This design comes from an exercise in tuning for small area, a short achievable clock period and few clock cycles on the open sky130 flow, not from production work.
Function was checked by simulation only, so behaviour that the tests miss may differ from the original.

==> inputs of cedar <==
==> flow/design.v (excerpt) <==
module axi_interconnect (
    input  logic                                         axi_clk,
    input  logic                                         arst_n,
    input  logic [axi_ic_pkg::N_MST*axi_ic_pkg::ID_W-1:0]   m_axi_arid,
    input  logic [axi_ic_pkg::N_MST*axi_ic_pkg::ADDR_W-1:0] m_axi_araddr,
    input  logic [axi_ic_pkg::N_MST*axi_ic_pkg::LEN_W-1:0]  m_axi_arlen,
    input  logic [axi_ic_pkg::N_MST*3-1:0]                  m_axi_arsize,
    input  logic [axi_ic_pkg::N_MST*2-1:0]                  m_axi_arburst,
    input  logic [axi_ic_pkg::N_MST-1:0]                    m_axi_arvalid,
    output logic [axi_ic_pkg::N_MST-1:0]                    m_axi_arready,
    output logic [axi_ic_pkg::N_MST*axi_ic_pkg::ID_W-1:0]   m_axi_rid,
    output logic [axi_ic_pkg::N_MST*axi_ic_pkg::DATA_W-1:0] m_axi_rdata,
    output logic [axi_ic_pkg::N_MST*2-1:0]                  m_axi_rresp,
    output logic [axi_ic_pkg::N_MST-1:0]                    m_axi_rlast,
    output logic [axi_ic_pkg::N_MST-1:0]                    m_axi_rvalid,
    input  logic [axi_ic_pkg::N_MST-1:0]                    m_axi_rready,
    output logic [axi_ic_pkg::N_SLV*axi_ic_pkg::SID_W-1:0]  s_axi_arid,
    output logic [axi_ic_pkg::N_SLV*axi_ic_pkg::ADDR_W-1:0] s_axi_araddr,
    output logic [axi_ic_pkg::N_SLV*axi_ic_pkg::LEN_W-1:0]  s_axi_arlen,
    output logic [axi_ic_pkg::N_SLV*3-1:0]                  s_axi_arsize,
    output logic [axi_ic_pkg::N_SLV*2-1:0]                  s_axi_arburst,
    output logic [axi_ic_pkg::N_SLV-1:0]                    s_axi_arvalid,
    input  logic [axi_ic_pkg::N_SLV-1:0]                    s_axi_arready,
    input  logic [axi_ic_pkg::N_SLV*axi_ic_pkg::SID_W-1:0]  s_axi_rid,
    input  logic [axi_ic_pkg::N_SLV*axi_ic_pkg::DATA_W-1:0] s_axi_rdata,
    input  logic [axi_ic_pkg::N_SLV*2-1:0]                  s_axi_rresp,
    input  logic [axi_ic_pkg::N_SLV-1:0]                    s_axi_rlast,
    input  logic [axi_ic_pkg::N_SLV-1:0]                    s_axi_rvalid,
    output logic [axi_ic_pkg::N_SLV-1:0]                    s_axi_rready
);
Settings: LEC_CHECK=0, CAP_MARGIN=20, CORE_AREA=45 45 155 155, DIE_AREA=0 0 200 200, SLEW_MARGIN=20; clock period 4.5 ns.
run.sh (not shown) runs the stock make flow with config.mk's settings and CLKGATE_MAP_FILE= SYNTH_SCRIPT=/design/flow/synth_recipe.tcl, a recipe that flattens the netlist after the stock synthesis.
==> inputs of garnet, as changes to cedar <==
--- a/flow/design.v
+++ b/flow/design.v
@@ -68,196 +68,212 @@
 module ar_router (
     input  logic                                                  clk,
     input  logic                                                  arst_n,
     input  logic [axi_ic_pkg::N_MST-1:0]                          m_vld,
     input  logic [axi_ic_pkg::N_MST*axi_ic_pkg::MAR_W-1:0]        m_ar,
     input  logic [axi_ic_pkg::N_SLV:0]                            s_rdy,
     output logic [axi_ic_pkg::N_MST-1:0]                          m_rdy,
     output logic [axi_ic_pkg::N_SLV:0]                            s_vld,
-    output logic [(axi_ic_pkg::N_SLV+1)*axi_ic_pkg::SAR_W-1:0]    s_ar
+    output logic [(axi_ic_pkg::N_SLV+1)*axi_ic_pkg::SAR_W-1:0]    s_ar,
+    output logic [axi_ic_pkg::N_MST-1:0]                          err_src    
 );
     localparam int N_MST   = axi_ic_pkg::N_MST;
     localparam int N_SLV   = axi_ic_pkg::N_SLV;
     localparam int ID_W    = axi_ic_pkg::ID_W;
     localparam int CID_W   = axi_ic_pkg::CID_W;
     localparam int ADDR_W  = axi_ic_pkg::ADDR_W;
     localparam int SEL_LSB = axi_ic_pkg::SEL_LSB;
     localparam int MAR_W   = axi_ic_pkg::MAR_W;
     localparam int SAR_W   = axi_ic_pkg::SAR_W;
     localparam int SEL_W   = ADDR_W - SEL_LSB;
     localparam int REST_W  = MAR_W - ID_W;     
+    logic [N_SLV:0][N_MST-1:0] hit;          
     logic [N_SLV:0][N_MST-1:0] req;
-    logic [N_SLV:0][N_MST-1:0] gnt;
-    logic [N_SLV:0][N_MST-1:0] rr_ptr;       
+    logic [N_SLV:0][N_MST-1:0] cand;         
+    logic [N_SLV:0][N_MST-1:0] nxt;
     for (genvar t = 0; t < N_SLV + 1; t++) begin : g_tgt
         for (genvar i = 0; i < N_MST; i++) begin : g_mst
-            assign req[t][i] = m_vld[i]
-                && (m_ar[i*MAR_W + REST_W - 1 -: SEL_W] == SEL_W'(t));
+            assign hit[t][i] = (m_ar[i*MAR_W + REST_W - 1 -: SEL_W] == SEL_W'(t));
+            assign req[t][i] = m_vld[i] && hit[t][i];
         end
     end
-    always_comb begin : p_gnt
-        logic [N_MST-1:0] upper;
+    assign err_src = cand[N_SLV];
+    always_comb begin
         for (int t = 0; t < N_SLV + 1; t++) begin
-            upper = req[t] & ~(rr_ptr[t] - 1'b1);    
-            if (upper != '0) begin
-                gnt[t] = upper & (~upper + 1'b1);
-            end else begin
-                gnt[t] = req[t] & (~req[t] + 1'b1);  
+            nxt[t] = cand[t];
+            for (int k = N_MST; k >= 1; k--) begin
+                for (int i = 0; i < N_MST; i++) begin
+                    if (cand[t][i] && req[t][(i + k) % N_MST]) begin
+                        nxt[t] = N_MST'(1) << ((i + k) % N_MST);
+                    end
+                end
             end
         end
     end
     always_comb begin
         for (int t = 0; t < N_SLV + 1; t++) begin
-            s_vld[t] = |gnt[t];
+            s_vld[t] = |(cand[t] & req[t]);
             s_ar[t*SAR_W +: SAR_W] = '0;
             for (int i = 0; i < N_MST; i++) begin
-                if (gnt[t][i]) begin
+                if (cand[t][i]) begin
                     s_ar[t*SAR_W +: SAR_W] = s_ar[t*SAR_W +: SAR_W]
                                            | {CID_W'(i + 1), m_ar[i*MAR_W +: MAR_W]};
                 end
             end
         end
     end
     always_comb begin
         for (int i = 0; i < N_MST; i++) begin
             m_rdy[i] = 1'b0;
             for (int t = 0; t < N_SLV + 1; t++) begin
-                if (gnt[t][i] && s_rdy[t]) begin
+                if (cand[t][i] && hit[t][i] && s_rdy[t]) begin
                     m_rdy[i] = 1'b1;
                 end
             end
         end
     end
     always_ff @(posedge clk or negedge arst_n) begin
         if (!arst_n) begin
             for (int t = 0; t < N_SLV + 1; t++) begin
-                rr_ptr[t] <= N_MST'(1);
+                cand[t] <= N_MST'(1) << (t % N_MST);
             end
         end else begin
             for (int t = 0; t < N_SLV + 1; t++) begin
-                if (s_vld[t] && s_rdy[t]) begin
-                    rr_ptr[t] <= {gnt[t][N_MST-2:0], gnt[t][N_MST-1]};   
-                end else if (s_vld[t]) begin
-                    rr_ptr[t] <= gnt[t];                                 
+                if (!(s_vld[t] && !s_rdy[t])) begin    
+                    cand[t] <= nxt[t];
                 end
             end
         end
     end
 endmodule
 module decerr_slave (
     input  logic                         clk,
     input  logic                         arst_n,
     input  logic                         ar_vld,
     input  logic [axi_ic_pkg::SAR_W-1:0] ar,
+    input  logic [axi_ic_pkg::N_MST-1:0] ar_src,   
     input  logic                         r_rdy,
     output logic                         ar_rdy,
     output logic                         r_vld,
-    output logic [axi_ic_pkg::SR_W-1:0]  r
+    output logic [axi_ic_pkg::SR_W-1:0]  r,
+    output logic [axi_ic_pkg::N_MST-1:0] r_dst     
 );
-    localparam int SID_W  = axi_ic_pkg::SID_W;
+    localparam int N_MST  = axi_ic_pkg::N_MST;
+    localparam int ID_W   = axi_ic_pkg::ID_W;
+    localparam int CID_W  = axi_ic_pkg::CID_W;
     localparam int LEN_W  = axi_ic_pkg::LEN_W;
     localparam int DATA_W = axi_ic_pkg::DATA_W;
     localparam int SAR_W  = axi_ic_pkg::SAR_W;
     logic             busy;
     logic [LEN_W-1:0] beats_left;
-    logic [SID_W-1:0] sid_q;
+    logic [ID_W-1:0]  id_q;
+    logic [N_MST-1:0] dst_q;
     logic             last;
     assign ar_rdy = !busy;
     assign r_vld  = busy;
+    assign r_dst  = dst_q;
     assign last   = (beats_left == '0);
-    assign r = {sid_q, DATA_W'(0), axi_ic_pkg::RESP_DECERR, last};
+    assign r = {CID_W'(0), id_q, DATA_W'(0), axi_ic_pkg::RESP_DECERR, last};
     always_ff @(posedge clk or negedge arst_n) begin
         if (!arst_n) begin
             busy <= 1'b0;
         end else if (ar_vld && ar_rdy) begin
             busy <= 1'b1;
         end else if (r_vld && r_rdy && last) begin
             busy <= 1'b0;
         end
     end
     always_ff @(posedge clk) begin
         if (ar_vld && ar_rdy) begin
-            sid_q      <= ar[SAR_W-1 -: SID_W];
+            id_q       <= ar[SAR_W-CID_W-1 -: ID_W];
+            dst_q      <= ar_src;
             beats_left <= ar[5 +: LEN_W];    
         end else if (r_vld && r_rdy) begin
             beats_left <= beats_left - 1'b1;
         end
     end
 endmodule
 module r_router (
     input  logic                                               clk,
     input  logic                                               arst_n,
     input  logic [axi_ic_pkg::N_SLV:0]                         s_vld,
     input  logic [(axi_ic_pkg::N_SLV+1)*axi_ic_pkg::SR_W-1:0]  s_r,
+    input  logic [axi_ic_pkg::N_MST-1:0]                       err_dst,   
     input  logic [axi_ic_pkg::N_MST-1:0]                       m_rdy,
     output logic [axi_ic_pkg::N_SLV:0]                         s_rdy,
     output logic [axi_ic_pkg::N_MST-1:0]                       m_vld,
     output logic [axi_ic_pkg::N_MST*axi_ic_pkg::MR_W-1:0]      m_r
 );
     localparam int N_MST = axi_ic_pkg::N_MST;
     localparam int N_SLV = axi_ic_pkg::N_SLV;
+    localparam int N_SRC = N_SLV + 1;
     localparam int CID_W = axi_ic_pkg::CID_W;
     localparam int SR_W  = axi_ic_pkg::SR_W;
     localparam int MR_W  = axi_ic_pkg::MR_W;
+    logic [N_MST-1:0][N_SLV:0] hit;          
     logic [N_MST-1:0][N_SLV:0] req;
-    logic [N_MST-1:0][N_SLV:0] gnt;
-    logic [N_MST-1:0][N_SLV:0] rr_ptr;       
+    logic [N_MST-1:0][N_SLV:0] cand;         
+    logic [N_MST-1:0][N_SLV:0] nxt;
     logic [N_MST-1:0]          lock;         
+    logic [N_MST-1:0]          done;         
     for (genvar m = 0; m < N_MST; m++) begin : g_mst
-        for (genvar s = 0; s < N_SLV + 1; s++) begin : g_src
-            assign req[m][s] = s_vld[s] && (s_r[s*SR_W + SR_W - 1 -: CID_W] == CID_W'(m + 1));
+        for (genvar s = 0; s < N_SLV; s++) begin : g_src
+            assign hit[m][s] = (s_r[s*SR_W + SR_W - CID_W +: 2] == 2'(m + 1));
         end
+        assign hit[m][N_SLV] = err_dst[m];
+        assign req[m] = hit[m] & s_vld;
     end
-    always_comb begin : p_gnt
-        logic [N_SLV:0] upper;
+    always_comb begin
         for (int m = 0; m < N_MST; m++) begin
-            upper = req[m] & ~(rr_ptr[m] - 1'b1);
-            if (lock[m]) begin
-                gnt[m] = rr_ptr[m] & req[m];     
-            end else if (upper != '0) begin
-                gnt[m] = upper & (~upper + 1'b1);
-            end else begin
-                gnt[m] = req[m] & (~req[m] + 1'b1);
+            nxt[m] = cand[m];
+            for (int k = N_SRC; k >= 1; k--) begin
+                for (int s = 0; s < N_SRC; s++) begin
+                    if (cand[m][s] && req[m][(s + k) % N_SRC]) begin
+                        nxt[m] = N_SRC'(1) << ((s + k) % N_SRC);
+                    end
+                end
             end
         end
     end
     always_comb begin
         for (int m = 0; m < N_MST; m++) begin
-            m_vld[m] = |gnt[m];
+            m_vld[m] = |(cand[m] & req[m]);
             m_r[m*MR_W +: MR_W] = '0;
-            for (int s = 0; s < N_SLV + 1; s++) begin
-                if (gnt[m][s]) begin
+            for (int s = 0; s < N_SRC; s++) begin
+                if (cand[m][s]) begin
                     m_r[m*MR_W +: MR_W] = m_r[m*MR_W +: MR_W] | s_r[s*SR_W +: MR_W];    
                 end
             end
+            done[m] = m_vld[m] && m_rdy[m] && m_r[m*MR_W];
         end
-        for (int s = 0; s < N_SLV + 1; s++) begin
+        for (int s = 0; s < N_SRC; s++) begin
             s_rdy[s] = 1'b0;
             for (int m = 0; m < N_MST; m++) begin
-                if (gnt[m][s] && m_rdy[m]) begin
+                if (cand[m][s] && hit[m][s] && m_rdy[m]) begin
                     s_rdy[s] = 1'b1;
                 end
             end
         end
     end
     always_ff @(posedge clk or negedge arst_n) begin
         if (!arst_n) begin
             for (int m = 0; m < N_MST; m++) begin
-                lock[m]   <= 1'b0;
-                rr_ptr[m] <= (N_SLV + 1)'(1);
+                lock[m] <= 1'b0;
+                cand[m] <= N_SRC'(1) << m;
             end
         end else begin
             for (int m = 0; m < N_MST; m++) begin
-                if (m_vld[m] && m_rdy[m] && m_r[m*MR_W]) begin
-                    lock[m]   <= 1'b0;
-                    rr_ptr[m] <= {gnt[m][N_SLV-1:0], gnt[m][N_SLV]};
+                if (done[m]) begin
+                    lock[m] <= 1'b0;
                 end else if (m_vld[m]) begin
-                    lock[m]   <= 1'b1;
-                    rr_ptr[m] <= gnt[m];
+                    lock[m] <= 1'b1;
+                end
+                if (done[m] || !(lock[m] || m_vld[m])) begin
+                    cand[m] <= nxt[m];
                 end
             end
         end
     end
 endmodule
 module axi_interconnect (
     input  logic                                         axi_clk,
     input  logic                                         arst_n,
@@ -306,16 +322,18 @@
     logic [N_SLV:0]             s_ar_vld;
     logic [N_SLV:0]             s_ar_rdy;
     logic [(N_SLV+1)*SR_W-1:0]  s_r_q;
     logic [N_SLV:0]             s_r_vld;
     logic [N_SLV:0]             s_r_rdy;
     logic [N_MST*MR_W-1:0]      m_r_d;
     logic [N_MST-1:0]           m_r_vld;
     logic [N_MST-1:0]           m_r_rdy;
+    logic [N_MST-1:0]           err_src;     
+    logic [N_MST-1:0]           err_dst;     
     for (genvar i = 0; i < N_MST; i++) begin : g_mst
         assign m_ar_q[i*MAR_W +: MAR_W] = {m_axi_arid[i*ID_W +: ID_W], m_axi_araddr[i*ADDR_W +: ADDR_W],
                                            m_axi_arlen[i*LEN_W +: LEN_W], m_axi_arsize[i*3 +: 3],
                                            m_axi_arburst[i*2 +: 2]};
         assign m_ar_vld[i]      = m_axi_arvalid[i];
         assign m_axi_arready[i] = m_ar_rdy[i];
         assign {m_axi_rid[i*ID_W +: ID_W], m_axi_rdata[i*DATA_W +: DATA_W],
                 m_axi_rresp[i*2 +: 2], m_axi_rlast[i]} = m_r_d[i*MR_W +: MR_W];
@@ -336,31 +354,35 @@
     ar_router u_ar_router (
         .clk    (axi_clk),
         .arst_n (arst_n),
         .m_vld  (m_ar_vld),
         .m_ar   (m_ar_q),
         .s_rdy  (s_ar_rdy),
         .m_rdy  (m_ar_rdy),
         .s_vld  (s_ar_vld),
-        .s_ar   (s_ar_d)
+        .s_ar   (s_ar_d),
+        .err_src(err_src)
     );
     decerr_slave u_decerr_slave (
         .clk    (axi_clk),
         .arst_n (arst_n),
         .ar_vld (s_ar_vld[N_SLV]),
         .ar     (s_ar_d[N_SLV*SAR_W +: SAR_W]),
+        .ar_src (err_src),
         .r_rdy  (s_r_rdy[N_SLV]),
         .ar_rdy (s_ar_rdy[N_SLV]),
         .r_vld  (s_r_vld[N_SLV]),
-        .r      (s_r_q[N_SLV*SR_W +: SR_W])
+        .r      (s_r_q[N_SLV*SR_W +: SR_W]),
+        .r_dst  (err_dst)
     );
     r_router u_r_router (
         .clk    (axi_clk),
         .arst_n (arst_n),
         .s_vld  (s_r_vld),
         .s_r    (s_r_q),
+        .err_dst(err_dst),
         .m_rdy  (m_r_rdy),
         .s_rdy  (s_r_rdy),
         .m_vld  (m_r_vld),
         .m_r    (m_r_d)
     );
 endmodule
==> flow/flow/run.sh (new file) <==
#!/bin/bash
# The standard layout, with plain buf_1 cells as the port buffers instead of
# the delay buffers buffer_ports picks by default.
set -euo pipefail
export BUFFER_PORTS_ARGS="-buffer_cell sky130_fd_sc_hd__buf_1"
bash standard.sh finish > standard.log 2>&1
==> flow/standard.sh (new file) <==
#!/bin/bash
# synth_recipe.tcl (not shown) runs the flow's synth.tcl, then flattens the netlist and writes it again
# the make line also repeats each setting of config.mk as NAME=value (left out here)
make -C /OpenROAD-flow-scripts/flow DESIGN_CONFIG=/design/flow/config.mk WORK_HOME=/design/flow/orfs CLKGATE_MAP_FILE= SYNTH_SCRIPT=/design/flow/synth_recipe.tcl "${@:-finish}"
Settings changed: CORE_AREA 45 45 155 155 to 25 25 175 175, SETUP_SLACK_MARGIN set to 1.8.
removed: flow/run.sh
==> inputs of violet, as changes to cedar <==
Settings changed: CORE_AREA 45 45 155 155 to unset, CORE_MARGIN set to 2, CORE_UTILIZATION set to 40, DIE_AREA 0 0 200 200 to unset.
==> comparison <==
- garnet went through all stages and came out clean. cedar never finished: it broke off in global placement. violet aborted during I/O pin placement on PPL-0024.
- Synthesized area: cedar is lower than garnet (about 1.1%).
- Between garnet and violet, the lower synthesized cell count is in garnet (gap about 0.8%, measured against violet).
==> figures <==
item	cedar	violet	garnet
Post-synthesis average cell area	7.16 um2	7.16 um2	7.29 um2
Area share of the largest cell type after synthesis	29.8%	29.8%	29.0%
Post-synthesis sequential area ratio	12.8%	12.8%	13.0%
Most used standard cell by instance count after synthesis	sky130_fd_sc_hd__inv_1	sky130_fd_sc_hd__inv_1	sky130_fd_sc_hd__a222oi_1
Share of cell area taken by muxes after synthesis	0.794%	0.794%	1.87%
Synthesized flop and latch total	42	42	43
Number of port buffers	567	-	565
Simple logic cell fraction of the synthesized area	14.2%	14.2%	12.9%
Placement Rows	39	54	54
Initial cell density of the core	76.0%	40.6%	40.6%
EDFF count, synth	14	14	15
Die Y	200 um	153 um	200 um
Result of the run	stopped before the end	stopped before the end	complete, no violations
Failing step	global placement	I/O pin placement	-
Number of primary I/O pins	578	-	578
Testbench counts of cedar, summed over its fixed seeds: cycles 7,505.
Testbench counts of garnet, summed over its fixed seeds: cycles 7,526.
Testbench counts of violet, summed over its fixed seeds: cycles 7,505.

==> port drivers added, routing unchanged <==
Ports are ideal in the flow. The routed layout listed here was re-timed in OpenROAD.
Step 1 assumes that a clkbuf_16 drives the clock port and a buf_2 every other input.
Step 2, shift: input delay + t, output delay - t, t = (earliest + latest rising clock arrival at the registers) / 2. This alone moves slack from input paths to output paths.
Slacks: ideal / step 1 / step 2; pairs: ideal / step 1.
run: garnet
shift t [ns]: 0.331
slack for setup (ns): 1.782 / 1.734 / 1.627
clock arrival spread, ns: 0.003 / 0.003
cell pins on the clock port's net: 1
After both steps setup and hold are still met in garnet. For garnet, drivers alone change the setup slack by -0.048 ns; drivers and shift together by -0.155 ns.
